Background: an optimization exercise with open tools, aiming at a short achievable clock period and few clock cycles. Do not read the settings as production practice. Function was checked by simulation only, so behaviour that the tests miss may differ from the original. Power and IR drop assume default switching activity.

### flow/design.v
package riscv_isa_pkg;
  localparam int INSN_W     = 32;
  localparam int REG_ADDR_W = 5;
  typedef enum logic [6:0] {
    OPC_JAL    = 7'b110_1111,
    OPC_JALR   = 7'b110_0111,
    OPC_BRANCH = 7'b110_0011,
    OPC_LOAD   = 7'b000_0011,
    OPC_STORE  = 7'b010_0011,
    OPC_IMM    = 7'b001_0011,
    OPC_ALSU   = 7'b011_0011,
    OPC_SYSTEM = 7'b111_0011
  } opcode_t;
  localparam logic [2:0] F3_ADD = 3'b000;
  localparam logic [2:0] F3_XOR = 3'b100;
  localparam logic [2:0] F3_OR  = 3'b110;
  localparam logic [2:0] F3_AND = 3'b111;
  localparam logic [2:0] F3_BEQ = 3'b000;
  localparam logic [2:0] F3_BNE = 3'b001;
  localparam logic [2:0] F3_BLT = 3'b100;
  localparam logic [2:0] F3_BGE = 3'b101;
  localparam logic [6:0] F7_BASE = 7'b000_0000;
  localparam logic [6:0] F7_ALT  = 7'b010_0000;
  localparam logic [31:0] EBREAK_WORD = 32'h0010_0073;
  typedef enum logic [1:0] {
    IMM_I,
    IMM_S,
    IMM_B,
    IMM_J
  } imm_kind_t;
endpackage
package core_pkg;
  localparam int XLEN     = 32;
  localparam int NUM_REGS = 32;
  localparam logic [XLEN-1:0] RESET_ADDR = '0;
  localparam logic [XLEN-1:0] NOP_WORD = 32'h0000_0013;
  typedef enum logic [3:0] {
    ALU_ADD,
    ALU_SUB,
    ALU_XOR,
    ALU_OR,
    ALU_AND,
    ALU_EQ,
    ALU_NE,
    ALU_LTS,
    ALU_GES
  } alu_op_t;
  typedef struct packed {
    alu_op_t alu_op;
    logic    use_imm;
    logic    is_branch;
    logic    is_jump;
    logic    jump_reg_base;
    logic    mem_read;
    logic    mem_write;
    logic    reg_write;
    logic    mem_to_reg;
    logic    halt;
  } ctrl_t;
  localparam int CTRL_W = 13;   
endpackage
`timescale 1ns/10ps
module g_inv   (input logic a, output logic y);                                  assign y = ~a;                      endmodule
module g_nand2 (input logic a, b, output logic y);                               assign y = ~(a & b);                endmodule
module g_nand3 (input logic a, b, c, output logic y);                            assign y = ~(a & b & c);            endmodule
module g_nand4 (input logic a, b, c, d, output logic y);                         assign y = ~(a & b & c & d);        endmodule
module g_nor2  (input logic a, b, output logic y);                               assign y = ~(a | b);                endmodule
module g_nor3  (input logic a, b, c, output logic y);                            assign y = ~(a | b | c);            endmodule
module g_nor4  (input logic a, b, c, d, output logic y);                         assign y = ~(a | b | c | d);        endmodule
module g_a22oi (input logic a1, a2, b1, b2, output logic y);                     assign y = ~((a1 & a2) | (b1 & b2)); endmodule
module g_xor2  (input logic a, b, output logic y);                               assign y = a ^ b;                   endmodule
module g_xnor2 (input logic a, b, output logic y);                               assign y = ~(a ^ b);                endmodule
module g_a21oi (input logic a1, a2, b1, output logic y);                         assign y = ~((a1 & a2) | b1);       endmodule
module g_o21ai (input logic a1, a2, b1, output logic y);                         assign y = ~((a1 | a2) & b1);       endmodule
module g_nand2b(input logic an, b, output logic y);                              assign y = ~(~an & b);              endmodule
module g_nor2b (input logic a, bn, output logic y);                              assign y = ~(a | ~bn);              endmodule
module g_and2  (input logic a, b, output logic y);                               assign y = a & b;                   endmodule
module g_or2   (input logic a, b, output logic y);                               assign y = a | b;                   endmodule
module g_mux2  (input logic s, a1, a0, output logic y);                          assign y = s ? a1 : a0;             endmodule
module g_o21a  (input logic a1, a2, b1, output logic y);                         assign y = (a1 | a2) & b1;          endmodule
module g_o31a  (input logic a1, a2, a3, b1, output logic y);                     assign y = (a1 | a2 | a3) & b1;     endmodule
module g_and3  (input logic a, b, c, output logic y);                            assign y = a & b & c;               endmodule
module g_and4  (input logic a, b, c, d, output logic y);                         assign y = a & b & c & d;           endmodule
module g_mux2i (input logic s, a1, a0, output logic y);                          assign y = ~(s ? a1 : a0);          endmodule
`timescale 1ns/10ps
module rf_slice #(
  parameter int W = 8
) (
  input  logic [31*W-1:0] regs_i,
  input  logic [4:0]      idx_i,
  output logic [W-1:0]    data_o
);
  logic [4:0] ni;
  for (genvar b = 0; b < 5; b++) begin : g_ni
    g_inv u_i (.a(idx_i[b]), .y(ni[b]));
  end
  logic [7:0] lo_n;
  logic [3:0] hi_n;
  for (genvar j = 0; j < 8; j++) begin : g_lo
    g_nand3 u_n (.a(j[0] ? idx_i[0] : ni[0]), .b(j[1] ? idx_i[1] : ni[1]), .c(j[2] ? idx_i[2] : ni[2]),
                 .y(lo_n[j]));
  end
  for (genvar j = 0; j < 4; j++) begin : g_hi
    g_nand2 u_n (.a(j[0] ? idx_i[3] : ni[3]), .b(j[1] ? idx_i[4] : ni[4]), .y(hi_n[j]));
  end
  logic [31:0] sel;
  assign sel[0] = 1'b0;
  for (genvar k = 1; k < 32; k++) begin : g_sel
    g_nor2 u_s (.a(lo_n[k % 8]), .b(hi_n[k / 8]), .y(sel[k]));
  end
  for (genvar b = 0; b < W; b++) begin : g_bit
    logic [31:0] r;
    assign r[0] = 1'b0;
    for (genvar k = 1; k < 32; k++) begin : g_r
      assign r[k] = regs_i[(k-1)*W + b];
    end
    logic [15:0] t;
    for (genvar p = 0; p < 16; p++) begin : g_t
      g_a22oi u_a (.a1(sel[2*p]), .a2(r[2*p]), .b1(sel[2*p+1]), .b2(r[2*p+1]), .y(t[p]));
    end
    logic [3:0] u;
    for (genvar q = 0; q < 4; q++) begin : g_u
      g_nand4 u_n (.a(t[4*q]), .b(t[4*q+1]), .c(t[4*q+2]), .d(t[4*q+3]), .y(u[q]));
    end
    logic [1:0] v;
    g_nor2  u_v0 (.a(u[0]), .b(u[1]), .y(v[0]));
    g_nor2  u_v1 (.a(u[2]), .b(u[3]), .y(v[1]));
    g_nand2 u_w  (.a(v[0]), .b(v[1]), .y(data_o[b]));
  end
endmodule
`timescale 1ns/10ps
module f_ctl (
  input  logic [31:0] ir_i,
  input  logic [4:0]  x_rd_i,
  input  logic        k_i,
  input  logic        lnk_i,
  input  logic        m_redir_i,
  input  logic        k1_i,
  input  logic        k2_i,
  input  logic        pnz_i,
  input  logic        pn3_i,
  input  logic        p5_i,
  input  logic        lnz_i,
  input  logic        ln3_i,
  output logic        s_hold_o,
  output logic        s_jal_o,
  output logic        s_br_o,
  output logic        s_jr_o,
  output logic        s_inc_o,
  output logic        stall_o,
  output logic        stall_n_o,
  output logic        go_o
);
  logic [31:0] ni;
  for (genvar b = 0; b < 32; b++) begin : g_ni
    g_inv u_i (.a(ir_i[b]), .y(ni[b]));
  end
  logic k_n, lnk_n;
  g_inv u_kn (.a(k_i),   .y(k_n));
  g_inv u_ln (.a(lnk_i), .y(lnk_n));
  logic [4:0] x1, x2;
  for (genvar b = 0; b < 5; b++) begin : g_x
    g_xnor2 u_1 (.a(ir_i[15+b]), .b(x_rd_i[b]), .y(x1[b]));
    g_xnor2 u_2 (.a(ir_i[20+b]), .b(x_rd_i[b]), .y(x2[b]));
  end
  logic e1a_n, e1b_n, e2a_n, e2b_n;
  g_nand3 u_e1a (.a(x1[0]), .b(x1[1]), .c(x1[2]), .y(e1a_n));
  g_nand2 u_e1b (.a(x1[3]), .b(x1[4]), .y(e1b_n));
  g_nand3 u_e2a (.a(x2[0]), .b(x2[1]), .c(x2[2]), .y(e2a_n));
  g_nand2 u_e2b (.a(x2[3]), .b(x2[4]), .y(e2b_n));
  logic jal_a_n, jal_b_n, jr_a_n, jr_b_n, br_a_n, br_b_n, rb_a_n, rb_b_n, x64;
  g_nand4 u_jla (.a(ir_i[6]), .b(ir_i[5]), .c(ir_i[3]), .d(ir_i[2]), .y(jal_a_n));
  g_nand3 u_jlb (.a(ir_i[1]), .b(ir_i[0]), .c(ni[4]), .y(jal_b_n));
  g_nand4 u_jra (.a(ir_i[6]), .b(ir_i[5]), .c(ir_i[2]), .d(ir_i[1]), .y(jr_a_n));
  g_nand3 u_jrb (.a(ir_i[0]), .b(ni[4]), .c(ni[3]), .y(jr_b_n));
  g_nand4 u_bra (.a(ir_i[6]), .b(ir_i[5]), .c(ir_i[1]), .d(ir_i[0]), .y(br_a_n));
  g_nand4 u_brb (.a(ni[4]), .b(ni[3]), .c(ni[2]), .d(ni[13]), .y(br_b_n));
  g_xor2  u_x64 (.a(ir_i[6]), .b(ir_i[4]), .y(x64));
  g_nand4 u_rba (.a(ir_i[5]), .b(ni[3]), .c(ni[2]), .d(ir_i[1]), .y(rb_a_n));
  g_nand2 u_rbb (.a(ir_i[0]), .b(x64), .y(rb_b_n));
  logic is_jal, nj, rb;
  g_nor2 u_isj (.a(jal_a_n), .b(jal_b_n), .y(is_jal));
  g_inv  u_nj  (.a(is_jal), .y(nj));
  g_nor2 u_rb  (.a(rb_a_n), .b(rb_b_n), .y(rb));
  logic e1k, e2k, st_n, st;
  g_nor3  u_e1k (.a(e1a_n), .b(e1b_n), .c(k_n), .y(e1k));
  g_nor3  u_e2k (.a(e2a_n), .b(e2b_n), .c(k_n), .y(e2k));
  g_a22oi u_st  (.a1(e1k), .a2(nj), .b1(e2k), .b2(rb), .y(st_n));
  g_inv   u_sti (.a(st_n), .y(st));
  logic e1l, is_jr, h1_n, h2_n, ones6, z1, z2, p1, p2, near_jr, gojr_n;
  g_nor3  u_e1l (.a(e1a_n), .b(e1b_n), .c(lnk_n), .y(e1l));
  g_nor2  u_isr (.a(jr_a_n), .b(jr_b_n), .y(is_jr));
  g_nand3 u_h1  (.a(ir_i[31]), .b(ir_i[30]), .c(ir_i[29]), .y(h1_n));
  g_nand3 u_h2  (.a(ir_i[28]), .b(ir_i[27]), .c(ir_i[26]), .y(h2_n));
  g_nor2  u_o6  (.a(h1_n), .b(h2_n), .y(ones6));
  g_nor3  u_z1  (.a(ir_i[31]), .b(ir_i[30]), .c(ir_i[29]), .y(z1));
  g_nor3  u_z2  (.a(ir_i[28]), .b(ir_i[27]), .c(ir_i[26]), .y(z2));
  g_nand2 u_p1  (.a(ones6), .b(lnz_i), .y(p1));
  g_nand3 u_p2  (.a(z1), .b(z2), .c(ln3_i), .y(p2));
  g_nand2 u_njr (.a(p1), .b(p2), .y(near_jr));
  g_nand3 u_gjr (.a(e1l), .b(is_jr), .c(near_jr), .y(gojr_n));
  logic b1_n, b2_n, bra, brb, pg_n, pg, gobr_n;
  g_nand4 u_b1  (.a(ir_i[31]), .b(ir_i[30]), .c(ir_i[29]), .d(ir_i[28]), .y(b1_n));
  g_nand3 u_b2  (.a(ir_i[27]), .b(ir_i[26]), .c(ir_i[7]), .y(b2_n));
  g_nor2  u_bo  (.a(br_a_n), .b(br_b_n), .y(bra));
  g_nor2  u_bi  (.a(b1_n), .b(b2_n), .y(brb));
  g_a21oi u_pgn (.a1(ir_i[25]), .a2(p5_i), .b1(pnz_i), .y(pg_n));
  g_inv   u_pg  (.a(pg_n), .y(pg));
  logic bp_n;
  g_nand3 u_gbb (.a(bra), .b(brb), .c(pg), .y(bp_n));
  logic r2z_a, r2z_b, r1z_a, r1z_b, f3bne, f3blt, c1_n, c2_n, nb1, nb2;
  g_nor3  u_r2a (.a(ir_i[24]), .b(ir_i[23]), .c(ir_i[22]), .y(r2z_a));
  g_nor2  u_r2b (.a(ir_i[21]), .b(ir_i[20]), .y(r2z_b));
  g_nor3  u_r1a (.a(ir_i[19]), .b(ir_i[18]), .c(ir_i[17]), .y(r1z_a));
  g_nor2  u_r1b (.a(ir_i[16]), .b(ir_i[15]), .y(r1z_b));
  g_nor3  u_fbn (.a(ir_i[14]), .b(ir_i[13]), .c(ni[12]), .y(f3bne));
  g_nor3  u_fbl (.a(ni[14]), .b(ir_i[13]), .c(ir_i[12]), .y(f3blt));
  g_nand4 u_c1  (.a(r2z_a), .b(r2z_b), .c(f3bne), .d(k1_i), .y(c1_n));
  g_nand4 u_c2  (.a(r1z_a), .b(r1z_b), .c(f3blt), .d(k2_i), .y(c2_n));
  g_nor3  u_nb1 (.a(e1a_n), .b(e1b_n), .c(c1_n), .y(nb1));
  g_nor3  u_nb2 (.a(e2a_n), .b(e2b_n), .c(c2_n), .y(nb2));
  logic [4:0] xs;
  for (genvar b = 0; b < 5; b++) begin : g_xs
    g_xnor2 u_x (.a(ir_i[15+b]), .b(ir_i[20+b]), .y(xs[b]));
  end
  logic sa_n, sb_n, same, l_eq, l_ne;
  g_nand3 u_ssa (.a(xs[0]), .b(xs[1]), .c(xs[2]), .y(sa_n));
  g_nand2 u_ssb (.a(xs[3]), .b(xs[4]), .y(sb_n));
  g_nor2  u_ssm (.a(sa_n), .b(sb_n), .y(same));
  g_xnor2 u_leq (.a(ir_i[14]), .b(ir_i[12]), .y(l_eq));
  g_nor2  u_lne (.a(ir_i[14]), .b(ni[12]), .y(l_ne));
  logic n3130, n2928, n2726, n2511, n1008, o4_n, f1a_n, f1b_n, f0, fe_n, fn_n, fp;
  g_nor2  u_n31 (.a(ir_i[31]), .b(ir_i[30]), .y(n3130));
  g_nor2  u_n29 (.a(ir_i[29]), .b(ir_i[28]), .y(n2928));
  g_nor2  u_n27 (.a(ir_i[27]), .b(ir_i[26]), .y(n2726));
  g_nor2  u_n25 (.a(ir_i[25]), .b(ir_i[11]), .y(n2511));
  g_nor2  u_n10 (.a(ir_i[10]), .b(ir_i[8]), .y(n1008));
  g_nand3 u_o4  (.a(n2511), .b(n1008), .c(ir_i[9]), .y(o4_n));
  g_nand3 u_f1a (.a(bra), .b(n3130), .c(n2928), .y(f1a_n));
  g_nand4 u_f1b (.a(n2726), .b(ni[7]), .c(o4_n), .d(pn3_i), .y(f1b_n));
  g_nor2  u_f0  (.a(f1a_n), .b(f1b_n), .y(f0));
  g_nand2 u_fen (.a(f0), .b(l_eq), .y(fe_n));
  g_nand2 u_fnn (.a(f0), .b(l_ne), .y(fn_n));
  g_mux2i u_fp  (.s(same), .a1(fe_n), .a0(fn_n), .y(fp));
  logic bk;
  g_nor3  u_bk  (.a(nb1), .b(nb2), .c(bp_n), .y(bk));
  g_nor2  u_gbr (.a(bk), .b(fp), .y(gobr_n));
  logic [3:0] jo_n;
  g_nand4 u_jo0 (.a(ir_i[31]), .b(ir_i[30]), .c(ir_i[29]), .d(ir_i[28]), .y(jo_n[0]));
  g_nand4 u_jo1 (.a(ir_i[27]), .b(ir_i[26]), .c(ir_i[20]), .d(ir_i[19]), .y(jo_n[1]));
  g_nand4 u_jo2 (.a(ir_i[18]), .b(ir_i[17]), .c(ir_i[16]), .d(ir_i[15]), .y(jo_n[2]));
  g_nand3 u_jo3 (.a(ir_i[14]), .b(ir_i[13]), .c(ir_i[12]), .y(jo_n[3]));
  logic [7:0] jp;
  g_nor2  u_jp0 (.a(ir_i[31]), .b(ir_i[30]), .y(jp[0]));
  g_nor2  u_jp1 (.a(ir_i[29]), .b(ir_i[28]), .y(jp[1]));
  g_nor2  u_jp2 (.a(ir_i[27]), .b(ir_i[26]), .y(jp[2]));
  g_nor2  u_jp3 (.a(ir_i[20]), .b(ir_i[19]), .y(jp[3]));
  g_nor2  u_jp4 (.a(ir_i[18]), .b(ir_i[17]), .y(jp[4]));
  g_nor2  u_jp5 (.a(ir_i[16]), .b(ir_i[15]), .y(jp[5]));
  g_nor2  u_jp6 (.a(ir_i[14]), .b(ir_i[13]), .y(jp[6]));
  assign jp[7] = ni[12];
  logic za_n, zb_n;
  g_nand4 u_za  (.a(jp[0]), .b(jp[1]), .c(jp[2]), .d(jp[3]), .y(za_n));
  g_nand4 u_zb  (.a(jp[4]), .b(jp[5]), .c(jp[6]), .d(jp[7]), .y(zb_n));
  logic w4a, w4b, w4_n;
  g_nor2  u_w4a (.a(ir_i[25]), .b(ir_i[24]), .y(w4a));
  g_nor2  u_w4b (.a(ir_i[23]), .b(ir_i[21]), .y(w4b));
  g_nand3 u_w4  (.a(w4a), .b(w4b), .c(ir_i[22]), .y(w4_n));
  logic jo01, jo23, oneok, q2a_n, zok, gojal_n;
  g_nor2  u_q01 (.a(jo_n[0]), .b(jo_n[1]), .y(jo01));
  g_nor2  u_q23 (.a(jo_n[2]), .b(jo_n[3]), .y(jo23));
  g_and3  u_q1  (.a(jo01), .b(jo23), .c(pnz_i), .y(oneok));
  g_nand2 u_z4  (.a(pn3_i), .b(w4_n), .y(q2a_n));
  g_nor3  u_zok (.a(za_n), .b(zb_n), .c(q2a_n), .y(zok));
  g_a22oi u_gjl (.a1(is_jal), .a2(oneok), .b1(is_jal), .b2(zok), .y(gojal_n));
  g_nor2  u_sh  (.a(st_n), .b(m_redir_i), .y(s_hold_o));
  g_nor2  u_sj  (.a(gojal_n), .b(m_redir_i), .y(s_jal_o));
  g_nor3  u_sb  (.a(gobr_n), .b(st), .c(m_redir_i), .y(s_br_o));
  g_nor2  u_sr  (.a(gojr_n), .b(m_redir_i), .y(s_jr_o));
  logic all_n;
  g_nand4 u_an  (.a(st_n), .b(gojal_n), .c(gobr_n), .d(gojr_n), .y(all_n));
  g_nor2  u_si  (.a(all_n), .b(m_redir_i), .y(s_inc_o));
  assign stall_o   = st;
  assign stall_n_o = st_n;
  g_nand3 u_go  (.a(gojal_n), .b(gobr_n), .c(gojr_n), .y(go_o));
endmodule
module dec_fields (
  input  logic [31:0] ir_i,
  input  logic [5:0]  pcm_i,
  input  logic        p5_i,
  input  logic [4:0]  x_rd_i,
  input  logic        k1_i,
  input  logic        k2_i,
  output logic        is_jal_o,
  output logic        is_jalr_o,
  output logic        op_rb_o,
  output logic        go_jal_o,
  output logic        go_br_o
);
  logic [6:0] opc;
  logic       s;
  assign opc       = ir_i[6:0];
  assign s         = ir_i[31];
  assign is_jal_o  = (opc == 7'b1101111);
  assign is_jalr_o = (opc == 7'b1100111);
  assign op_rb_o   = (opc == 7'b0110011) || (opc == 7'b1100011);
  assign go_jal_o  = is_jal_o && (ir_i[19:12] == {8{s}}) && (ir_i[20] == s) && (ir_i[30:26] == {5{s}}) &&
                     (s ? (pcm_i != 6'd0) : (pcm_i != 6'h3f)) &&
                     !({s, ir_i[19:12], ir_i[20], ir_i[30:21]} == 20'd2);
  logic same, likely;
  assign same      = (ir_i[19:15] == ir_i[24:20]);
  assign likely    = same ? (ir_i[14] == ir_i[12]) : (!ir_i[14] && ir_i[12]);
  logic exit_n;
  assign exit_n    = !((ir_i[14:12] == 3'b001) && (ir_i[24:20] == 5'd0) && (ir_i[19:15] == x_rd_i) && k1_i) &&
                     !((ir_i[14:12] == 3'b100) && (ir_i[19:15] == 5'd0) && (ir_i[24:20] == x_rd_i) && k2_i);
  assign go_br_o   = (opc == 7'b1100011) && !ir_i[13] &&
                     ((s && ir_i[7] && (ir_i[30:26] == 5'h1f) && ((pcm_i != 6'd0) || (ir_i[25] && p5_i)) && exit_n) ||
                      (!s && !ir_i[7] && (ir_i[30:26] == 5'h00) && (pcm_i != 6'h3f) && likely &&
                       !({ir_i[25], ir_i[11:8]} == 5'b00010)));
endmodule
module c_gojr (
  input  logic [31:0] ir_i,
  input  logic [4:0]  x_rd_i,
  input  logic        lnk_i,
  input  logic [5:0]  lkm_i,
  output logic        go_o
);
  assign go_o = (ir_i[6:0] == 7'b1100111) && lnk_i && (x_rd_i == ir_i[19:15]) &&
                (ir_i[30:26] == {5{ir_i[31]}}) && (ir_i[31] ? (lkm_i != 6'd0) : (lkm_i != 6'h3f));
endmodule
module c_opsel (
  input  logic [4:0] rs_i,
  input  logic       none_i,
  input  logic [4:0] x_rd_i,
  input  logic       w_i,
  input  logic       m_wen_i,
  input  logic [4:0] m_rd_i,
  output logic       res_o,
  output logic       wb_o,
  output logic       reg_o
);
  logic fwd, byp;
  assign fwd   = w_i && (x_rd_i == rs_i);
  assign byp   = m_wen_i && (m_rd_i == rs_i);
  assign res_o = !none_i && fwd;
  assign wb_o  = !none_i && !fwd && byp;
  assign reg_o = !none_i && !fwd && !byp;
endmodule
module x_branch (
  input  logic [31:0] a_i,
  input  logic [31:0] b_i,
  input  logic        dif31_i,
  input  logic        valid_i,
  input  logic        m_redir_i,
  input  logic        br_i,
  input  logic        blt_i,
  input  logic        inv_i,
  input  logic        pred_i,
  input  logic        off4_i,
  input  logic        off8_i,
  input  logic        ebreak_i,
  input  logic        fin_i,
  output logic        live_o,
  output logic [3:0]  sx_n_o,
  output logic        halt_o,
  output logic        sxk_o,
  output logic        e_n_o
);
  logic [31:0] x;
  logic [7:0]  n4;
  logic [3:0]  e8;
  logic        ne;
  for (genvar i = 0; i < 32; i++) begin : g_x
    g_xnor2 u_x (.a(a_i[i]), .b(b_i[i]), .y(x[i]));
  end
  for (genvar i = 0; i < 8; i++) begin : g_n4
    g_nand4 u_n (.a(x[4*i]), .b(x[4*i+1]), .c(x[4*i+2]), .d(x[4*i+3]), .y(n4[i]));
  end
  for (genvar i = 0; i < 4; i++) begin : g_e8
    g_nor2 u_e (.a(n4[2*i]), .b(n4[2*i+1]), .y(e8[i]));
  end
  g_nand4 u_ne (.a(e8[0]), .b(e8[1]), .c(e8[2]), .d(e8[3]), .y(ne));
  logic q, t1, t0, e1, e0, sd, c_eq, c_ltd, c_lts;
  assign live_o = valid_i && !m_redir_i;
  assign q      = live_o && br_i;
  assign t1     = !pred_i && !off4_i;
  assign t0     = pred_i;
  assign e1     = inv_i ? t0 : t1;    
  assign e0     = inv_i ? t1 : t0;    
  assign sd     = a_i[31] != b_i[31];
  assign c_eq   = q && !blt_i;
  assign c_ltd  = q && blt_i && !sd;
  assign c_lts  = q && blt_i && sd && (a_i[31] ? e1 : e0);
  for (genvar k = 0; k < 4; k++) begin : g_sx
    logic u1, u2;
    g_mux2 u_m1 (.s(ne),      .a1(c_eq && e0),  .a0(c_eq && e1),  .y(u1));
    g_mux2 u_m2 (.s(dif31_i), .a1(c_ltd && e1), .a0(c_ltd && e0), .y(u2));
    g_nor3 u_sx (.a(u1), .b(u2), .c(c_lts), .y(sx_n_o[k]));
  end
  logic v1, v2, sx_k;
  g_mux2 u_v1 (.s(ne),      .a1(c_eq && e0),  .a0(c_eq && e1),  .y(v1));
  g_mux2 u_v2 (.s(dif31_i), .a1(c_ltd && e1), .a0(c_ltd && e0), .y(v2));
  g_nor3 u_vk (.a(v1), .b(v2), .c(c_lts), .y(sx_k));
  assign halt_o = live_o && ebreak_i;
  assign sxk_o  = sx_k;
  assign e_n_o  = !(m_redir_i || fin_i || halt_o);
endmodule
module x_enter (
  input  logic sx_n_i,
  input  logic e_n_i,
  input  logic st_n_i,
  input  logic writes_i,
  input  logic is_ld_i,
  input  logic is_lnk_i,
  input  logic is_dm1_i,
  output logic valid_o,
  output logic wen_o,
  output logic ld_o,
  output logic lnk_o,
  output logic dm1_o
);
  g_and3 u_v (.a(sx_n_i), .b(e_n_i), .c(st_n_i), .y(valid_o));
  g_and4 u_w (.a(sx_n_i), .b(e_n_i), .c(st_n_i), .d(writes_i), .y(wen_o));
  g_and4 u_d (.a(sx_n_i), .b(e_n_i), .c(st_n_i), .d(is_ld_i),  .y(ld_o));
  g_and4 u_k (.a(sx_n_i), .b(e_n_i), .c(st_n_i), .d(is_lnk_i), .y(lnk_o));
  g_and4 u_m (.a(sx_n_i), .b(e_n_i), .c(st_n_i), .d(is_dm1_i), .y(dm1_o));
endmodule
module x_count (
  input  logic [11:0] a_i,
  input  logic        dm1_i,
  output logic        k1_o,
  output logic        k2_o
);
  logic [2:0] z;
  g_nor4 u_z0 (.a(a_i[1]), .b(a_i[2]), .c(a_i[3]), .d(a_i[4]), .y(z[0]));
  g_nor4 u_z1 (.a(a_i[5]), .b(a_i[6]), .c(a_i[7]), .d(a_i[8]), .y(z[1]));
  g_nor3 u_z2 (.a(a_i[9]), .b(a_i[10]), .c(a_i[11]), .y(z[2]));
  logic k2_n;
  g_nand4 u_k1 (.a(dm1_i), .b(z[0]), .c(z[1]), .d(z[2]), .y(k2_n));
  g_inv   u_i2 (.a(k2_n), .y(k2_o));
  g_and2  u_i1 (.a(k2_o), .b(a_i[0]), .y(k1_o));
endmodule
module f_decode (
  input  logic [31:0] ir_i,
  output logic        is_addi_o,
  output logic        is_r_o,
  output logic        is_ld_o,
  output logic        is_st_o,
  output logic        is_br_o,
  output logic        is_jal_o,
  output logic        is_jalr_o,
  output logic        is_ebreak_o,
  output logic        op_rb_o,
  output logic        jal_short_o,
  output logic        go_jal_o,
  output logic        go_br_o,
  output logic        writes_o
);
  logic [6:0] opc;
  logic [2:0] f3;
  logic [6:0] f7;
  assign opc = ir_i[6:0];
  assign f3  = ir_i[14:12];
  assign f7  = ir_i[31:25];
  assign is_addi_o   = (opc == 7'b0010011) && (f3 == 3'b000);
  assign is_r_o      = (opc == 7'b0110011) &&
                       (((f7 == 7'b0000000) && (f3 == 3'b000 || f3 == 3'b100 || f3 == 3'b110 || f3 == 3'b111)) ||
                        ((f7 == 7'b0100000) && (f3 == 3'b000)));
  assign is_ld_o     = (opc == 7'b0000011);
  assign is_st_o     = (opc == 7'b0100011);
  assign is_br_o     = (opc == 7'b1100011) && !f3[1];
  assign is_jal_o    = (opc == 7'b1101111);
  assign is_jalr_o   = (opc == 7'b1100111);
  assign is_ebreak_o = (ir_i == 32'h0010_0073);
  assign op_rb_o     = (opc == 7'b0110011) || (opc == 7'b1100011);
  assign jal_short_o = (ir_i[19:12] == {8{ir_i[31]}}) && (ir_i[20] == ir_i[31]);
  assign go_jal_o    = is_jal_o && jal_short_o &&
                       !({ir_i[31], ir_i[19:12], ir_i[20], ir_i[30:21]} == 20'd2);
  assign go_br_o     = is_br_o && ir_i[31];
  assign writes_o    = (is_addi_o | is_r_o | is_ld_o | is_jal_o | is_jalr_o) && (ir_i[11:7] != 5'd0);
endmodule
`timescale 1ns/10ps
module pg_gen #(
  parameter int W = 32
) (
  input  logic [W-1:0] a_i,
  input  logic [W-1:0] b_i,
  output logic [W-1:0] p_o,
  output logic [W-1:0] g_o
);
  assign p_o = a_i ^ b_i;
  assign g_o = a_i & b_i;
endmodule
module ks_tree #(
  parameter int W = 32
) (
  input  logic [W-1:0] p_i,
  input  logic [W-1:0] g_i,
  input  logic         cin_i,
  output logic [W-1:0] c_o
);
  function automatic int ceil_log2(input int v);
    ceil_log2 = 0;
    for (int i = 0; i < 31; i++) begin
      if ((1 << i) < v) ceil_log2 = i + 1;
    end
  endfunction
  localparam int L = ceil_log2(W);
  logic [W-1:0] gg [0:L];
  logic [W-1:0] pp [0:L];
  always_comb begin
    gg[0]    = g_i;
    pp[0]    = p_i;
    gg[0][0] = g_i[0] | (p_i[0] & cin_i);
    for (int l = 0; l < L; l++) begin
      for (int i = 0; i < W; i++) begin
        if (i >= (1 << l)) begin
          gg[l+1][i] = gg[l][i] | (pp[l][i] & gg[l][i - (1 << l)]);
          pp[l+1][i] = pp[l][i] & pp[l][i - (1 << l)];
        end else begin
          gg[l+1][i] = gg[l][i];
          pp[l+1][i] = pp[l][i];
        end
      end
    end
    c_o = gg[L];
  end
endmodule
module ks_add #(
  parameter int W = 32
) (
  input  logic [W-1:0] a_i,
  input  logic [W-1:0] b_i,
  input  logic         cin_i,
  output logic [W-1:0] sum_o,
  output logic         cout_o
);
  logic [W-1:0] p, g, c;
  pg_gen  #(.W(W)) u_pg   (.a_i(a_i), .b_i(b_i), .p_o(p), .g_o(g));
  ks_tree #(.W(W)) u_tree (.p_i(p), .g_i(g), .cin_i(cin_i), .c_o(c));
  assign sum_o  = p ^ {c[W-2:0], cin_i};
  assign cout_o = c[W-1];
endmodule
module inc_dec #(
  parameter int W = 20
) (
  input  logic [W-1:0] v_i,
  output logic [W-1:0] inc_o,
  output logic [W-1:0] dec_o
);
  ks_add #(.W(W)) u_inc (.a_i(v_i), .b_i({W{1'b0}}), .cin_i(1'b1), .sum_o(inc_o), .cout_o());
  ks_add #(.W(W)) u_dec (.a_i(v_i), .b_i({W{1'b1}}), .cin_i(1'b0), .sum_o(dec_o), .cout_o());
endmodule
module mux2w #(
  parameter int W = 32
) (
  input  logic         s_i,
  input  logic [W-1:0] a_i,
  input  logic [W-1:0] b_i,
  output logic [W-1:0] y_o
);
  assign y_o = s_i ? a_i : b_i;
endmodule
module ks_add_g #(
  parameter int W    = 32,
  parameter int CIN  = 0,
  parameter int INVB = 0
) (
  input  logic [W-1:0] a_i,
  input  logic [W-1:0] b_i,
  output logic [W-1:0] sum_o,
  output logic         cout_o
);
  function automatic int ceil_log2(input int v);
    ceil_log2 = 0;
    for (int i = 0; i < 31; i++) begin
      if ((1 << i) < v) ceil_log2 = i + 1;
    end
  endfunction
  localparam int L = ceil_log2(W);
  logic [W-1:0] gg [0:L];
  logic [W-1:0] pp [0:L];
  logic [W-1:0] pn;
  for (genvar i = 0; i < W; i++) begin : g_pg
    if (INVB == 1) begin : g_ib
      g_xor2 u_p (.a(a_i[i]), .b(b_i[i]), .y(pn[i]));
      if (i == 0 && CIN == 1) begin : g_c1
        g_nor2b  u_g (.a(a_i[i]), .bn(b_i[i]), .y(gg[0][i]));
      end else begin : g_c0
        g_nand2b u_g (.an(b_i[i]), .b(a_i[i]), .y(gg[0][i]));
      end
    end else begin : g_b
      g_xnor2 u_p (.a(a_i[i]), .b(b_i[i]), .y(pn[i]));
      if (i == 0 && CIN == 1) begin : g_c1
        g_nor2  u_g (.a(a_i[i]), .b(b_i[i]), .y(gg[0][i]));
      end else begin : g_c0
        g_nand2 u_g (.a(a_i[i]), .b(b_i[i]), .y(gg[0][i]));
      end
    end
    assign pp[0][i] = pn[i];
  end
  for (genvar l = 0; l < L; l++) begin : g_lvl
    localparam int D = 1 << l;
    for (genvar i = 0; i < W; i++) begin : g_b
      if (i >= D) begin : g_op
        if (l % 2 == 0) begin : g_neg_in
          g_o21ai u_g (.a1(pp[l][i]), .a2(gg[l][i-D]), .b1(gg[l][i]), .y(gg[l+1][i]));
          g_nor2  u_p (.a(pp[l][i]), .b(pp[l][i-D]), .y(pp[l+1][i]));
        end else begin : g_pos_in
          g_a21oi u_g (.a1(pp[l][i]), .a2(gg[l][i-D]), .b1(gg[l][i]), .y(gg[l+1][i]));
          g_nand2 u_p (.a(pp[l][i]), .b(pp[l][i-D]), .y(pp[l+1][i]));
        end
      end else begin : g_pass
        g_inv u_g (.a(gg[l][i]), .y(gg[l+1][i]));
        g_inv u_p (.a(pp[l][i]), .y(pp[l+1][i]));
      end
    end
  end
  for (genvar i = 0; i < W; i++) begin : g_s
    if (i == 0) begin : g_s0
      if (CIN == 1) begin : g_1
        assign sum_o[0] = pn[0];
      end else begin : g_0
        g_inv u_s (.a(pn[0]), .y(sum_o[0]));
      end
    end else if (L % 2 == 1) begin : g_pos
      g_xnor2 u_s (.a(pn[i]), .b(gg[L][i-1]), .y(sum_o[i]));
    end else begin : g_neg
      g_xor2 u_s (.a(pn[i]), .b(gg[L][i-1]), .y(sum_o[i]));
    end
  end
  if (L % 2 == 1) begin : g_co_pos
    assign cout_o = gg[L][W-1];
  end else begin : g_co_neg
    g_inv u_co (.a(gg[L][W-1]), .y(cout_o));
  end
endmodule
`timescale 1ns/10ps
module ao_sel #(
  parameter int N = 8,
  parameter int W = 32
) (
  input  logic [N*W-1:0] d_i,
  input  logic [N-1:0]   s_i,
  input  logic [W-1:0]   or_i,
  output logic [W-1:0]   y_o
);
  always_comb begin
    y_o = or_i;
    for (int k = 0; k < N; k++) begin
      y_o = y_o | ({W{s_i[k]}} & d_i[k*W +: W]);
    end
  end
endmodule
module ao6_g #(
  parameter int W = 8
) (
  input  logic [6*W-1:0] d_i,
  input  logic [5:0]     s_i,
  output logic [W-1:0]   y_o
);
  for (genvar b = 0; b < W; b++) begin : g_b
    logic [2:0] t;
    for (genvar p = 0; p < 3; p++) begin : g_p
      g_a22oi u_a (.a1(s_i[2*p]), .a2(d_i[(2*p)*W + b]), .b1(s_i[2*p+1]), .b2(d_i[(2*p+1)*W + b]), .y(t[p]));
    end
    g_nand3 u_n (.a(t[0]), .b(t[1]), .c(t[2]), .y(y_o[b]));
  end
endmodule
`timescale 1ns/10ps
module micro_riscv_top (
  input  logic        clk_i,
  input  logic        reset_i,
  output logic [31:0] instr_addr_o,
  input  logic [31:0] instr_rdata_i,
  output logic [31:0] data_addr_o,
  input  logic [31:0] data_rdata_i,
  output logic [31:0] data_wdata_o,
  output logic        data_re_o,
  output logic        data_we_o,
  output logic        finish_o
);
  logic [31:0] pc_f, pc_o;
  logic        x_valid, x_wen, x_ld, x_st, x_br, x_mjump, x_ebreak, x_lnk;
  logic        x_s_add, x_s_addi, x_s_sub, x_s_xor, x_s_or, x_s_and, x_s_lnk;
  logic        x_dm1;
  logic        x_pred, x_off4, x_off8, x_blt, x_inv, x_fsd;
  logic [4:0]  x_rd;
  logic [31:0] x_a, x_b, x_off, x_link;
  logic [11:0] x_pcl, x_bimm;
  logic [19:0] x_hi_c1, x_hi_c0;
  logic        m_re, m_we, m_ld, m_redir;
  logic [31:1] m_wsel;
  logic [4:0]  m_rd;
  logic        m_wen;
  logic [31:0] m_result, m_addr, m_wdata, m_tgt;
  logic        fin, fin_o;
  logic [31:0] regs [1:31];
  logic [31:0] wb_data;
  assign wb_data = m_ld ? data_rdata_i : m_result;
  logic [31:0] ir;
  assign ir = instr_rdata_i;
  logic [6:0] opc;
  logic [2:0] f3;
  logic [6:0] f7;
  logic [4:0] rd, rs1, rs2;
  assign opc = ir[6:0];
  assign f3  = ir[14:12];
  assign f7  = ir[31:25];
  assign rd  = ir[11:7];
  assign rs1 = ir[19:15];
  assign rs2 = ir[24:20];
  logic is_addi, is_r, is_ld, is_st, is_br, is_jal, is_jalr, is_ebreak, op_rb;
  logic jal_short, dec_gojal, dec_gobr, writes;
  f_decode u_dec (.ir_i(ir), .is_addi_o(is_addi), .is_r_o(is_r), .is_ld_o(is_ld), .is_st_o(is_st),
                  .is_br_o(is_br), .is_jal_o(is_jal), .is_jalr_o(is_jalr), .is_ebreak_o(is_ebreak),
                  .op_rb_o(op_rb), .jal_short_o(jal_short), .go_jal_o(dec_gojal), .go_br_o(dec_gobr),
                  .writes_o(writes));
  logic [31:0] iimm, simm, bimm, jimm;
  assign iimm = {{20{ir[31]}}, ir[31:20]};
  assign simm = {{20{ir[31]}}, ir[31:25], ir[11:7]};
  assign bimm = {{19{ir[31]}}, ir[31], ir[7], ir[30:25], ir[11:8], 1'b0};
  assign jimm = {{11{ir[31]}}, ir[31], ir[19:12], ir[20], ir[30:21], 1'b0};
  logic k1, k2;
  x_count u_cnt (.a_i(x_a[11:0]), .dm1_i(x_dm1), .k1_o(k1), .k2_o(k2));
  logic k_ld, k_lnk, k_w;
  assign k_ld  = x_ld && x_wen;
  assign k_lnk = x_lnk;
  assign k_w   = x_wen && !x_ld;
  logic go_jr, fsd_n, a_res, a_wb, a_reg, b_res, b_wb, b_reg;
  c_gojr  u_gojr  (.ir_i(ir), .x_rd_i(x_rd), .lnk_i(k_lnk), .lkm_i(x_link[11:6]), .go_o(go_jr));
  c_opsel u_asel (.rs_i(rs1), .none_i(is_jal), .x_rd_i(x_rd), .w_i(k_w), .m_wen_i(m_wen), .m_rd_i(m_rd),
                  .res_o(a_res), .wb_o(a_wb), .reg_o(a_reg));
  c_opsel u_bsel (.rs_i(rs2), .none_i(1'b0), .x_rd_i(x_rd), .w_i(k_w), .m_wen_i(m_wen), .m_rd_i(m_rd),
                  .res_o(b_res), .wb_o(b_wb), .reg_o(b_reg));
  assign fsd_n = k_ld && (x_rd == rs2);
  logic [31:0] rf_a, rf_b;
  for (genvar s = 0; s < 4; s++) begin : g_rf
    logic [31*8-1:0] slice;
    always_comb begin
      for (int k = 1; k < 32; k++) slice[(k-1)*8 +: 8] = regs[k][s*8 +: 8];
    end
    rf_slice #(.W(8)) u_a (.regs_i(slice), .idx_i(rs1), .data_o(rf_a[s*8 +: 8]));
    rf_slice #(.W(8)) u_b (.regs_i(slice), .idx_i(rs2), .data_o(rf_b[s*8 +: 8]));
  end
  logic [31:0] pc_inc;
  assign pc_inc = pc_f + 32'd4;
  logic [19:0] pc_hi_p, pc_hi_m;
  inc_dec #(.W(20)) u_pc_hi (.v_i(pc_f[31:12]), .inc_o(pc_hi_p), .dec_o(pc_hi_m));
  logic [11:0] br_lo, jal_lo, jr_lo;
  logic        br_c, jal_c, jr_c;
  ks_add_g #(.W(12), .CIN(0)) u_br_lo  (.a_i(pc_f[11:0]),   .b_i(bimm[11:0]), .sum_o(br_lo),  .cout_o(br_c));
  ks_add_g #(.W(12), .CIN(0)) u_jal_lo (.a_i(pc_f[11:0]),   .b_i(jimm[11:0]), .sum_o(jal_lo), .cout_o(jal_c));
  ks_add_g #(.W(12), .CIN(0)) u_jr_lo  (.a_i(x_link[11:0]), .b_i(iimm[11:0]), .sum_o(jr_lo),  .cout_o(jr_c));
  logic [19:0] pc_hi_c1, pc_hi_c0;
  assign pc_hi_c1 = ir[31] ? pc_f[31:12] : pc_hi_p;
  assign pc_hi_c0 = ir[31] ? pc_hi_m     : pc_f[31:12];
  logic [31:0] t_br, t_jal, t_jr;
  assign t_br  = {pc_f[31:12], br_lo};
  assign t_jal = {pc_f[31:12], jal_lo};
  assign t_jr  = {x_link[31:12], jr_lo[11:1], 1'b0};
  logic go_jal, go_br, jal4;
  logic f_isjal, f_isjalr, f_oprb;
  dec_fields u_df (.ir_i(ir), .pcm_i(pc_f[11:6]), .p5_i(pc_f[5]), .x_rd_i(x_rd), .k1_i(k1), .k2_i(k2), .is_jal_o(f_isjal), .is_jalr_o(f_isjalr),
                   .op_rb_o(f_oprb), .go_jal_o(go_jal), .go_br_o(go_br));
  assign jal4 = ({ir[31], ir[19:12], ir[20], ir[30:21]} == 20'd2);
  logic [31:0] sum, dif, adr, r_xor, r_or, r_and;
  ks_add_g #(.W(32), .CIN(0)) u_add (.a_i(x_a), .b_i(x_b), .sum_o(sum), .cout_o());
  ks_add_g #(.W(32), .CIN(1), .INVB(1)) u_sub (.a_i(x_a), .b_i(x_b), .sum_o(dif), .cout_o());
  ks_add_g #(.W(32), .CIN(0)) u_adr (.a_i(x_a), .b_i(x_off), .sum_o(adr), .cout_o());
  assign r_xor = x_a ^ x_b;
  assign r_or  = x_a | x_b;
  assign r_and = x_a & x_b;
  logic [32*7-1:0] res_d;
  logic [6:0]      res_s;
  assign res_d = {x_link, r_and, r_or, r_xor, dif, adr, sum};
  assign res_s = {x_s_lnk, x_s_and, x_s_or, x_s_xor, x_s_sub, x_s_addi, x_s_add};
  logic [31:0] res;
  ao_sel #(.N(7)) u_res (.d_i(res_d), .s_i(res_s), .or_i(32'd0), .y_o(res));
  logic [31:0] a_n, b_n, a_o, b_o;
  ao_sel #(.N(9)) u_a_o (.d_i({pc_f, wb_data, res_d}),
                         .s_i({is_jal, a_wb, {7{a_res}} & res_s}),
                         .or_i(32'd0), .y_o(a_o));
  ao_sel #(.N(8)) u_b_o (.d_i({wb_data, res_d}),
                         .s_i({b_wb, {7{b_res}} & res_s}),
                         .or_i(32'd0), .y_o(b_o));
  mux2w #(.W(32)) u_a_n (.s_i(a_reg), .a_i(rf_a), .b_i(a_o), .y_o(a_n));
  mux2w #(.W(32)) u_b_n (.s_i(b_reg), .a_i(rf_b), .b_i(b_o), .y_o(b_n));
  logic [11:0] xt_lo;
  logic        xt_c;
  logic [19:0] xt_hi;
  logic [31:0] x_alt;
  ks_add_g #(.W(12), .CIN(0)) u_xt_lo (.a_i(x_pcl), .b_i(x_bimm), .sum_o(xt_lo), .cout_o(xt_c));
  mux2w #(.W(20)) u_xt_hi (.s_i(xt_c), .a_i(x_hi_c1), .b_i(x_hi_c0), .y_o(xt_hi));
  assign x_alt = x_pred ? x_link : {xt_hi, xt_lo};
  logic x_live, x_halt, x_sxk, x_en;
  logic [3:0] sx_n;
  logic [31:0] cmp;
  ks_add_g #(.W(32), .CIN(1), .INVB(1)) u_cmp (.a_i(x_a), .b_i(x_b), .sum_o(cmp), .cout_o());
  x_branch u_xbr (.a_i(x_a), .b_i(x_b), .dif31_i(cmp[31]), .valid_i(x_valid), .m_redir_i(m_redir),
                  .br_i(x_br), .blt_i(x_blt), .inv_i(x_inv), .pred_i(x_pred), .off4_i(x_off4),
                  .off8_i(x_off8), .ebreak_i(x_ebreak), .fin_i(fin),
                  .live_o(x_live), .sx_n_o(sx_n), .halt_o(x_halt), .sxk_o(x_sxk), .e_n_o(x_en));
  logic f_st, f_st_n, f_go, f_sh, f_sj, f_sb, f_sr, f_si;
  logic pnz, pn3, lnz, ln3;
  assign pnz = |pc_f[11:6];
  assign pn3 = !(&pc_f[11:6]);
  assign lnz = |x_link[11:6];
  assign ln3 = !(&x_link[11:6]);
  f_ctl u_fc (.ir_i(ir), .x_rd_i(x_rd), .k_i(k_ld), .lnk_i(k_lnk), .m_redir_i(m_redir), .k1_i(k1), .k2_i(k2),
              .pnz_i(pnz), .pn3_i(pn3), .p5_i(pc_f[5]), .lnz_i(lnz), .ln3_i(ln3),
              .s_hold_o(f_sh), .s_jal_o(f_sj), .s_br_o(f_sb), .s_jr_o(f_sr), .s_inc_o(f_si),
              .stall_o(f_st), .stall_n_o(f_st_n), .go_o(f_go));
  logic xv_n, xw_n, xl_n, xk_n;
  logic xd_n;
  x_enter u_xn (.sx_n_i(x_sxk), .e_n_i(x_en), .st_n_i(f_st_n), .writes_i(writes), .is_ld_i(is_ld),
                .is_lnk_i((is_jal || is_jalr) && (rd != 5'd0)),
                .is_dm1_i(is_addi && (rs1 == rd) && (rd != 5'd0) && (ir[31:20] == 12'hfff)),
                .valid_o(xv_n), .wen_o(xw_n), .ld_o(xl_n), .lnk_o(xk_n), .dm1_o(xd_n));
  logic [31:0] pc_p, pc_n;
  for (genvar g = 0; g < 2; g++) begin : g_pcs
    logic s_hold, s_jal, s_br, s_jr, s_inc, st, st_n, go;
    f_ctl u_pcsel (.ir_i(ir), .x_rd_i(x_rd), .k_i(k_ld), .lnk_i(k_lnk), .m_redir_i(m_redir || reset_i), .k1_i(k1), .k2_i(k2),
                   .pnz_i(pnz), .pn3_i(pn3), .p5_i(pc_f[5]), .lnz_i(lnz), .ln3_i(ln3),
                   .s_hold_o(s_hold), .s_jal_o(s_jal), .s_br_o(s_br), .s_jr_o(s_jr), .s_inc_o(s_inc),
                   .stall_o(st), .stall_n_o(st_n), .go_o(go));
    ao6_g #(.W(16)) u_pc_p (.d_i({pc_f[g*16 +: 16], m_tgt[g*16 +: 16], t_jal[g*16 +: 16], t_br[g*16 +: 16],
                                   t_jr[g*16 +: 16], pc_inc[g*16 +: 16]}),
                             .s_i({s_hold, m_redir, s_jal, s_br, s_jr, s_inc}), .y_o(pc_p[g*16 +: 16]));
  end
  for (genvar g = 0; g < 4; g++) begin : g_pcx
    mux2w #(.W(8)) u_pc_n  (.s_i(sx_n[g]), .a_i(pc_p[g*8 +: 8]),  .b_i(x_alt[g*8 +: 8]), .y_o(pc_n[g*8 +: 8]));
  end
  logic [31:1] wsel_n;
  always_comb begin
    for (int k = 1; k < 32; k++) wsel_n[k] = x_live && x_wen && (x_rd == 5'(k));
  end
  always_ff @(posedge clk_i or posedge reset_i) begin
    if (reset_i) begin
      pc_f    <= 32'd0;
      x_valid <= 1'b0;
      x_wen   <= 1'b0;
      x_ld    <= 1'b0;
      x_lnk   <= 1'b0;
      x_dm1   <= 1'b0;
      m_re    <= 1'b0;
      m_we    <= 1'b0;
      m_wen   <= 1'b0;
      m_wsel  <= '0;
      m_redir <= 1'b0;
      fin     <= 1'b0;
      fin_o   <= 1'b0;
    end else begin
      pc_f <= pc_n;
      x_valid <= xv_n;
      x_wen   <= xw_n;
      x_ld    <= xl_n;
      x_lnk   <= xk_n;
      x_dm1   <= xd_n;
      m_re    <= x_live && x_ld;
      m_we    <= x_live && x_st;
      m_wen   <= x_live && x_wen;
      m_wsel  <= wsel_n;
      m_redir <= x_live && x_mjump;
      fin   <= fin   || x_halt;
      fin_o <= fin_o || x_halt;
    end
  end
  always_ff @(posedge clk_i) begin
    pc_o <= pc_n;
  end
  always_ff @(posedge clk_i) begin
    x_st     <= is_st;
    x_br     <= is_br;
    x_mjump  <= (is_jalr && !go_jr) || (is_jal && !go_jal && !jal4);
    x_ebreak <= is_ebreak;
    x_s_add  <= is_r && (f3 == 3'b000) && !f7[5];
    x_s_addi <= is_addi;
    x_s_sub  <= is_r && (f3 == 3'b000) && f7[5];
    x_s_xor  <= is_r && (f3 == 3'b100);
    x_s_or   <= is_r && (f3 == 3'b110);
    x_s_and  <= is_r && (f3 == 3'b111);
    x_s_lnk  <= is_jal || is_jalr;
    x_pred   <= go_br;
    x_off4   <= (bimm == 32'd4);
    x_off8   <= (bimm == 32'd8);
    x_blt    <= f3[2];
    x_inv    <= f3[0];
    x_rd     <= rd;
    x_fsd    <= fsd_n;
    x_a      <= a_n;
    x_b      <= b_n;
    x_off    <= is_st ? simm : (is_jal ? jimm : iimm);
    x_link   <= pc_inc;
    x_pcl    <= pc_f[11:0];
    x_bimm   <= bimm[11:0];
    x_hi_c1  <= pc_hi_c1;
    x_hi_c0  <= pc_hi_c0;
    m_ld     <= x_ld;
    m_rd     <= x_rd;
    m_result <= res;
    m_addr   <= adr;
    m_wdata  <= x_fsd ? data_rdata_i : x_b;
    m_tgt    <= x_mjump ? {adr[31:1], 1'b0} : x_alt;
  end
  always_ff @(posedge clk_i or posedge reset_i) begin
    if (reset_i) begin
      for (int i = 1; i < 32; i++) regs[i] <= 32'd0;
    end else begin
      for (int i = 1; i < 32; i++) begin
        if (m_wsel[i]) regs[i] <= wb_data;
      end
    end
  end
  assign instr_addr_o = pc_o;
  assign data_addr_o  = m_addr;
  assign data_wdata_o = m_wdata;
  assign data_re_o    = m_re;
  assign data_we_o    = m_we;
  assign finish_o     = fin_o;
endmodule
### flow/constraint.sdc
create_clock -name core_clock -period 8.0 [get_ports {clk_i}]
set_input_delay 1.6000 -clock core_clock [delete_from_list [all_inputs] [get_ports {clk_i}]]
set_output_delay 1.6000 -clock core_clock [all_outputs]
set_load 0.01 [all_outputs]
### flow/run.sh
#!/bin/bash
# synth_recipe.tcl (not shown) runs the flow's synth.tcl, then flattens the netlist and writes it again
# the make line also repeats each setting of config.mk as NAME=value (left out here)
make -C /OpenROAD-flow-scripts/flow DESIGN_CONFIG=/design/flow/config.mk WORK_HOME=/design/flow/orfs CLKGATE_MAP_FILE= SYNTH_SCRIPT=/design/flow/synth_recipe.tcl finish
### flow/config.mk
export PLATFORM = sky130hd
export DESIGN_NAME = micro_riscv_top
export DESIGN_NICKNAME = micro_riscv_top
export VERILOG_FILES = /design/flow/design.v
export SDC_FILE = /design/flow/constraint.sdc
export NUM_CORES = 8
export LEC_CHECK = 0
export CAP_MARGIN = 20
export CELL_PAD_IN_SITES_DETAIL_PLACEMENT = 1
export CELL_PAD_IN_SITES_GLOBAL_PLACEMENT = 2
export CORE_MARGIN = 2
export CORE_UTILIZATION = 25
export SETUP_SLACK_MARGIN = 5
export SLEW_MARGIN = 20
export SYNTH_HIERARCHICAL = 1
==> summary.txt, run 1 <==
Outcome
  – Outcome: finished clean

Route
  – Wire per inst: 30.0 um
  – Routed vias: 79684
  – Post-route DRC: 0
  – Initial DRC count: between 6000 and 7000
  – Post-Route WL: 445000 um
  – DRT Pass-1 Iters: 10
  – Vias per std cell: 5.38
  – Final ANT Viol Nets: 0

Clocking
  – Clk sink count: around 1400
  – CTS HTree Levels: 4
  – CTS tree: yes
  – CTS buffer count: approximately 180
  – Root Driver: clkbuf_16
  – CTS Buffer Depth: 4
  – Clk pin slew, worst setup/hold paths: 0.05 ns
  – # hold bufs at CTS: 0
  – Worst-skew pair later-pin latency: between 0.9 and 1 ns

Die
  – Die area: approximately 360000 um^2
  – # IOs: approximately 170
  – Core area: ~350000 um^2
  – Die Width: between 500 and 600 um
  – Initial core utilization: 0.251
  – Rows: 217
  – Die height: 597 um

GRT
  – Number of antenna violations at the first check in global routing: 26
  – GRT overflow: 0
  – Largest net degree at the start of global routing: 165
  – Total GRT Usage: 0.241
  – Global-route wire length before repair: 626000 um
  – Vias in the first global route: 82254

Critical path
  – Critical Path AT: ~4.0 ns
  – CP Buf/Inv Count: 4
  – CP endpoint kind: flip-flop
  – RR Startpoint: x_a[5]$_DFF_P_
  – Reg2reg path depth: 15
  – Worst-path maximum fanout: 14
  – Critical-path top delay cell: a22oi_2
  – Setup crit start kind: primary input
  – Top delay family on crit path: simple AND/OR/NAND/NOR gates
  – Reg2reg setup slack: between 4 and 5 ns
  – Worst EP required: about 8.8 ns
  – Delay of the slowest critical-path stage: 0.32 ns
  – Setup CP Type: primary input to flip-flop
  – Most used cell, CP: buf_16
  – RR Endpoint: pc_o[9]$_DFF_P_
  – Worst-path cell chain: buf_16 -> buf_16 -> nor3_2 -> nand4_1 -> nor3_4 -> nor3_2 -> nor2_4 -> nor3_4 -> buf_12 -> buf_16 -> a22oi_2 -> nand3_1 -> mux2_4

Timing
  – Setup TNS: 0 ns
  – Slew HR: 0.220
  – Fin crit share: 0.398
  – Shortest period the worst path allows: between 3 and 4 ns
  – Fmax: 314 MHz
  – RSZ-0062 raised after global routing: yes
  – Hold WS: 0.425 ns
  – Worst-margin pin slew: 1.16 ns
  – Final Hold Vio Count: 0
  – Max-slew violation count: 0
  – Final setup fails: 0
  – Skew final: 0.0591 ns

Finish
  – Final #Nets: 10204
  – Most common cell after layout, fill and taps aside: nor2_1
  – Design area: 109000 um^2
  – Share of layout cells above drive strength 1: 0.341
  – Multi-input logic area: ~54000 um^2
  – Filler instances: between 30000 and 40000
  – Final core occ: 0.313
  – Area grow syn2layout: 24.4%
  – FF+latch area: about 34000 um^2
  – Commonest non-fill, non-tap cells in the layout: nor2_1, a22oi_2, a21oi_1, dfrtp_1, nand2_1

Synth
  – Yosys Warn Count: 26
  – Netlist Area Pre-Place: 87900 um^2
  – Avg Cell Area, Syn: 9.38 um^2
  – Post-synthesis instance total: 9365

Place
  – Placer Congestion: 0.900
  – DPL Wire Length: 305000 um
  – Post-placement cell area: between 90000 and 100000 um^2
  – IO Port Bufs: 164

Pwr
  – Peak supply drop: 0.160 mV
  – Pleak: 40.3 nW
  – Power per standard cell area: slightly above 200 nW/um^2

Min path
  – Hold path depth: 0
  – Min-delay src: x_rd[0]$_DFF_P_
  – Hold Path Class: flip-flop to flip-flop
  – Hold worst-path end: m_rd[0]$_DFF_P_

Job
  – Max-Cap Viols: 0
## metrics by stage
stage	setup slack, ns	cells	power (mW)
6_report	4.82	14807	22.7
5_1_grt	4.78	14799	23.5
4_1_cts	4.89	14705	22.7
3_5_place_dp	2.53	14249	13.3
3_3_place_gp	2.42	14239	13.2
2_1_floorplan	-8.30	9632	10.8
## routing by layer
metal	vias up	global-route usage	share of wire	routed length, um
li1	35227	-	-	-
met1	41098	0.321	0.44	197000
met2	2534	0.384	0.45	201000
met3	815	0.0356	0.056	24900
met4	10	0.110	0.050	22200
met5	-	0	0.00017	74
## layout make-up
cell class / count / area share
multi-input combinational: 7392 / 0.498
sequential: 1420 / 0.311
timing repair buffer: 651 / 0.0656
tap: 4599 / 0.0526
clock buffer: 230 / 0.0466
inverter: 385 / 0.0136
clock inverter: 102 / 0.0117
antenna: 28 / 0.000641
## worst reg2reg max path, cell delays in order, from the launching register on
cell and delay, ns:
dfxtp_2 0.34, buf_12 0.16, nor4_4 0.27, nand4_1 0.16
inv_2 0.13, buf_4 0.16, nand4_1 0.20, nor3_4 0.20
nor3_2 0.08, nor2_4 0.19, nor3_4 0.09, buf_12 0.16
buf_16 0.13, a22oi_2 0.32, nand3_1 0.13, mux2_4 0.30
## registers in the layout, summed over array words and instances (netlist names), 21 cells and up
signal and flops:
m_addr 32, m_result 32, m_tgt 32, m_wdata 32, m_wsel 31, pc_f 32, pc_o 32, regs 992
x_a 32, x_b 32, x_link 30, x_off 21
## how the worst max path moves through the flow
stage	startpoint	end	slack (ns)	cells after the start
floorplan	reset_i	fin$_DFF_PP0_	-8.30	1
global placement	instr_rdata_i[4]	x_a[31]$_DFF_P_	2.42	11
detailed placement	instr_rdata_i[4]	x_a[31]$_DFF_P_	2.53	11
CTS	m_re$_DFF_PP0_	data_re_o	4.89	1
global route	x_a[5]$_DFF_P_	pc_f[11]$_DFF_PP0_	4.78	15
finish	instr_rdata_i[18]	pc_o[9]$_DFF_P_	4.82	13
## power by group
group          internal [mW]  leakage, nW  switching, mW
Sequential              7.51         12.7          0.462
Clock                   5.30         3.14           3.66
Combinational           1.87         24.5           3.93
## what timing repair did
action,in CTS,in global routing
pin swaps,108,128
gates resized for setup,1317,319
gates cloned,25,11
endpoints found under the hold margin,0,0
setup buffers,99,63
endpoints found under the setup margin,425,322
Testbench counts, summed over its fixed seeds: cycles 66,291.
==> run 2: changes to the inputs <==
--- a/flow/design.v
+++ b/flow/design.v
@@ -667,6 +667,29 @@
     g_nand3 u_n (.a(t[0]), .b(t[1]), .c(t[2]), .y(y_o[b]));
   end
 endmodule
+module op_slice #(
+  parameter int W = 8
+) (
+  input  logic [W-1:0]   rf_i,
+  input  logic           reg_i,
+  input  logic [7*W-1:0] res_i,
+  input  logic [6:0]     res_s_i,
+  input  logic           res_en_i,
+  input  logic [W-1:0]   wb_i,
+  input  logic           wb_en_i,
+  input  logic [W-1:0]   ex_i,
+  input  logic           ex_en_i,
+  output logic [W-1:0]   y_o
+);
+  logic [6:0]   s;
+  logic [W-1:0] o;
+  assign s = {7{res_en_i}} & res_s_i;
+  always_comb begin
+    o = ({W{wb_en_i}} & wb_i) | ({W{ex_en_i}} & ex_i);
+    for (int k = 0; k < 7; k++) o = o | ({W{s[k]}} & res_i[k*W +: W]);
+  end
+  assign y_o = reg_i ? rf_i : o;
+endmodule
 `timescale 1ns/10ps
 module micro_riscv_top (
   input  logic        clk_i,
@@ -777,15 +800,19 @@
   assign res_s = {x_s_lnk, x_s_and, x_s_or, x_s_xor, x_s_sub, x_s_addi, x_s_add};
   logic [31:0] res;
   ao_sel #(.N(7)) u_res (.d_i(res_d), .s_i(res_s), .or_i(32'd0), .y_o(res));
-  logic [31:0] a_n, b_n, a_o, b_o;
-  ao_sel #(.N(9)) u_a_o (.d_i({pc_f, wb_data, res_d}),
-                         .s_i({is_jal, a_wb, {7{a_res}} & res_s}),
-                         .or_i(32'd0), .y_o(a_o));
-  ao_sel #(.N(8)) u_b_o (.d_i({wb_data, res_d}),
-                         .s_i({b_wb, {7{b_res}} & res_s}),
-                         .or_i(32'd0), .y_o(b_o));
-  mux2w #(.W(32)) u_a_n (.s_i(a_reg), .a_i(rf_a), .b_i(a_o), .y_o(a_n));
-  mux2w #(.W(32)) u_b_n (.s_i(b_reg), .a_i(rf_b), .b_i(b_o), .y_o(b_n));
+  logic [31:0] a_n, b_n;
+  for (genvar g = 0; g < 4; g++) begin : g_op
+    logic [55:0] rd8;
+    for (genvar k = 0; k < 7; k++) begin : g_k
+      assign rd8[k*8 +: 8] = res_d[k*32 + g*8 +: 8];
+    end
+    op_slice #(.W(8)) u_a (.rf_i(rf_a[g*8 +: 8]), .reg_i(a_reg), .res_i(rd8), .res_s_i(res_s), .res_en_i(a_res),
+                           .wb_i(wb_data[g*8 +: 8]), .wb_en_i(a_wb), .ex_i(pc_f[g*8 +: 8]), .ex_en_i(is_jal),
+                           .y_o(a_n[g*8 +: 8]));
+    op_slice #(.W(8)) u_b (.rf_i(rf_b[g*8 +: 8]), .reg_i(b_reg), .res_i(rd8), .res_s_i(res_s), .res_en_i(b_res),
+                           .wb_i(wb_data[g*8 +: 8]), .wb_en_i(b_wb), .ex_i(8'd0), .ex_en_i(1'b0),
+                           .y_o(b_n[g*8 +: 8]));
+  end
   logic [11:0] xt_lo;
   logic        xt_c;
   logic [19:0] xt_hi;
==> run 2 against run 1 <==
Largest power group unchanged. Critical path depth fell by 3. Maximum frequency rose by 1.6%. Largest cell class unchanged. Synthesized area fell by 1.3%. Critical path type unchanged. Combinational power fell by 6.6%. Sequential share of layout area rose by 0.21 points.
==> summary.txt, run 2 <==
Critical path
  – Reg2reg path depth: 12 (was 15)
  – Most used cell, CP: buf_16 (unchanged)
  – Critical-path top delay cell: nor2_2 (was a22oi_2)
  – RR Endpoint: pc_f[20]$_DFF_PP0_ (was pc_o[9]$_DFF_P_)
  – Delay of the slowest critical-path stage: 0.72 ns (was 0.32 ns)
  – Critical Path AT: 3.94 ns (was 3.95 ns)
  – Setup crit start kind: primary input (unchanged)
  – RR Startpoint: x_b[17]$_DFF_P_ (was x_a[5]$_DFF_P_)
  – CP Buf/Inv Count: 2 (was 4)
  – Worst-path maximum fanout: 12 (was 14)
  – CP endpoint kind: flip-flop (unchanged)
  – Worst EP required: 8.81 ns (was 8.77 ns)
  – Top delay family on crit path: simple AND/OR/NAND/NOR gates (unchanged)
  – Worst-path cell chain: buf_16 -> buf_16 -> nand3_1 -> nor2_2 -> a22oi_2 -> nand4_1 -> nor2_4 -> nand2_1 -> nor2b_1 -> a21oi_1 (was buf_16 -> buf_16 -> nor3_2 -> nand4_1 -> nor3_4 -> nor3_2 -> nor2_4 -> nor3_4 -> buf_12 -> buf_16 -> a22oi_2 -> nand3_1 -> mux2_4)
  – Reg2reg setup slack: 5.00 ns (was 4.86 ns)
  – Setup CP Type: primary input to flip-flop (unchanged)

Route
  – Initial DRC count: 6258 (was 6247)
  – Vias per std cell: 5.34 (was 5.38)
  – DRT Pass-1 Iters: 10 (unchanged)
  – Final ANT Viol Nets: 0 (unchanged)
  – Wire per inst: 29.0 um (was 30.0 um)
  – Routed vias: 78900 (was 79684)
  – Post-route DRC: 0 (unchanged)
  – Post-Route WL: 428000 um (was 445000 um)

Clocking
  – CTS Buffer Depth: 4 (unchanged)
  – # hold bufs at CTS: 0 (unchanged)
  – Clk sink count: 1420 (unchanged)
  – CTS tree: yes (unchanged)
  – Root Driver: clkbuf_16 (unchanged)
  – Clk pin slew, worst setup/hold paths: 0.06 ns (was 0.05 ns)
  – Worst-skew pair later-pin latency: 0.91 ns (was 0.92 ns)
  – CTS HTree Levels: 4 (unchanged)
  – CTS buffer count: 181 (unchanged)

Min path
  – Hold path depth: 0 (unchanged)
  – Hold Path Class: flip-flop to flip-flop (unchanged)
  – Min-delay src: x_ld$_DFF_PP0_ (was x_rd[0]$_DFF_P_)
  – Hold worst-path end: m_ld$_DFF_P_ (was m_rd[0]$_DFF_P_)

Timing
  – Worst-margin pin slew: 1.14 ns (was 1.16 ns)
  – Fin crit share: 0.391 (was 0.398)
  – Final setup fails: 0 (unchanged)
  – Hold WS: 0.434 ns (was 0.425 ns)
  – Final Hold Vio Count: 0 (unchanged)
  – Setup TNS: 0 ns (unchanged)
  – Shortest period the worst path allows: 3.13 ns (was 3.18 ns)
  – Slew HR: 0.239 (was 0.220)
  – RSZ-0062 raised after global routing: yes (unchanged)
  – Fmax: 319 MHz (was 314 MHz)
  – Max-slew violation count: 0 (unchanged)
  – Skew final: 0.0764 ns (was 0.0591 ns)

Die
  – Die height: 593 um (was 597 um)
  – Die area: 352000 um^2 (was 356000 um^2)
  – # IOs: 165 (unchanged)
  – Rows: 216 (was 217)
  – Core area: 346000 um^2 (was 350000 um^2)
  – Die Width: 593 um (was 597 um)
  – Initial core utilization: 0.251 (about the same)

Outcome
  – Outcome: finished clean (unchanged)

GRT
  – Total GRT Usage: 0.231 (was 0.241)
  – Global-route wire length before repair: 597000 um (was 626000 um)
  – Number of antenna violations at the first check in global routing: 22 (was 26)
  – Vias in the first global route: 80442 (was 82254)
  – GRT overflow: 0 (unchanged)
  – Largest net degree at the start of global routing: 155 (was 165)

Pwr
  – Switching Share: 0.344 (was 0.354)
  – Clock Power Share: 0.400 (was 0.394)
  – Combinational power share: 0.243 (was 0.255)
  – Sw power: 7.65 mW (was 8.05 mW)
  – Pleak: 39.2 nW (was 40.3 nW)
  – Peak supply drop: 0.183 mV (was 0.160 mV)
  – Register share of total power: 0.357 (was 0.351)
  – Power per standard cell area: 205 nW/um^2 (was 208 nW/um^2)
  – Internal power: 14.6 mW (was 14.7 mW)

Finish
  – Most common cell after layout, fill and taps aside: nor2_1 (unchanged)
  – Commonest non-fill, non-tap cells in the layout: nor2_1, a22oi_2, a21oi_1, dfrtp_1, nand2_1 (unchanged)
  – Design area: 109000 um^2 (about the same)
  – Area grow syn2layout: 25.5% (was 24.4%)
  – Most flops, register: regs (unchanged)
  – Max reg flops: 992 (unchanged)
  – Share of layout cells above drive strength 1: 0.324 (was 0.341)
  – Final #Nets: 10203 (was 10204)

Synth
  – Avg Cell Area, Syn: 9.22 um^2 (was 9.38 um^2)
  – Post-synthesis instance total: 9406 (was 9365)
  – Yosys Warn Count: 25 (was 26)
  – Netlist Area Pre-Place: 86700 um^2 (was 87900 um^2)

Place
  – IO Port Bufs: 164 (unchanged)
  – DPL Wire Length: 300000 um (was 305000 um)
  – Placer Congestion: 0.911 (was 0.900)
  – Post-placement cell area: 95600 um^2 (was 96500 um^2)

Job
  – Max-Cap Viols: 0 (unchanged)
-- run 2: how the worst max path moves through the flow --
stage | from | to | slack, ns | cells past startpoint
6_report | instr_rdata_i[21] | x_b[10]$_DFF_P_ | 4.87 | 10
5_1_grt | instr_rdata_i[19] | pc_f[18]$_DFF_PP0_ | 4.88 | 15
4_1_cts | instr_rdata_i[22] | x_b[28]$_DFF_P_ | 4.84 | 12
3_5_place_dp | instr_rdata_i[4] | x_a[31]$_DFF_P_ | 2.80 | 9
3_3_place_gp | instr_rdata_i[14] | pc_f[21]$_DFF_PP0_ | 2.87 | 13
2_1_floorplan | reset_i | fin$_DFF_PP0_ | -8.30 | 1
-- run 2: final cells by class --
type / instances / area (um^2)
antenna: 13 / 32.5
sequential: 1420 / 34100
clock inverter: 64 / 997
tap: 4578 / 5730
inverter: 391 / 1560
clock buffer: 262 / 5310
fill: 39052 / 237000
multi-input combinational: 7383 / 54200
timing repair buffer: 653 / 6880
-- run 2: routing by layer --
metal	global-route usage	wire length (um)	up-vias
met4	0.0874	19600	2
met2	0.380	199000	2067
met1	0.311	190000	40901
li1	-	-	35330
met5	0	13	-
met3	0.0264	19400	600
-- run 2: per-stage QoR --
stage                util  power, mW  cells  setup WS, ns
floorplan               -       10.6   9645         -8.30
global placement    0.276       12.8  14176          2.87
detailed placement  0.277       12.9  14191          2.80
CTS                 0.304       22.1  14585          4.84
global route        0.315       23.1  14755          4.88
finish              0.315       22.3  14764          4.87
-- run 2: repair_timing --
item	in CTS	in global routing
endpoints found under the setup margin	586	477
pin swaps	52	102
setup buffers	56	146
resized for setup	1233	469
gates cloned	12	20
-- run 2: power groups by stage --
stage	logic, mW	clock network, mW	registers [mW]
after floorplan	2.63	0	7.98
after global placement	4.78	0	8.06
after detailed placement	4.84	0	8.07
after CTS	5.07	9.12	7.95
after global routing	5.72	9.38	7.99
final	5.42	8.90	7.95
Testbench counts of run 2, summed over its fixed seeds: cycles 66,291.

-- port drivers added, routing unchanged --
How much do the figures lean on ideal ports? The routed layouts below were timed once more, with nothing changed but the port constraints. Step 1, drivers: a clkbuf_16 drives clk_i and a buf_2 each remaining input, both assumed. Step 2 also shifts input and output timing later by t, the mid clock arrival at the registers, as if the neighbouring blocks saw the same clock. Slacks: ideal / step 1 / step 2; pairs: ideal / step 1.
| run | shift t [ns] | slack for setup (ns) |
|---|---|---|
| run 1 | 0.997 | 4.819 / 4.610 / 3.613 |
| run 2 | 0.977 | 4.870 / 4.787 / 3.810 |
After both steps setup and hold are still met in every run listed.
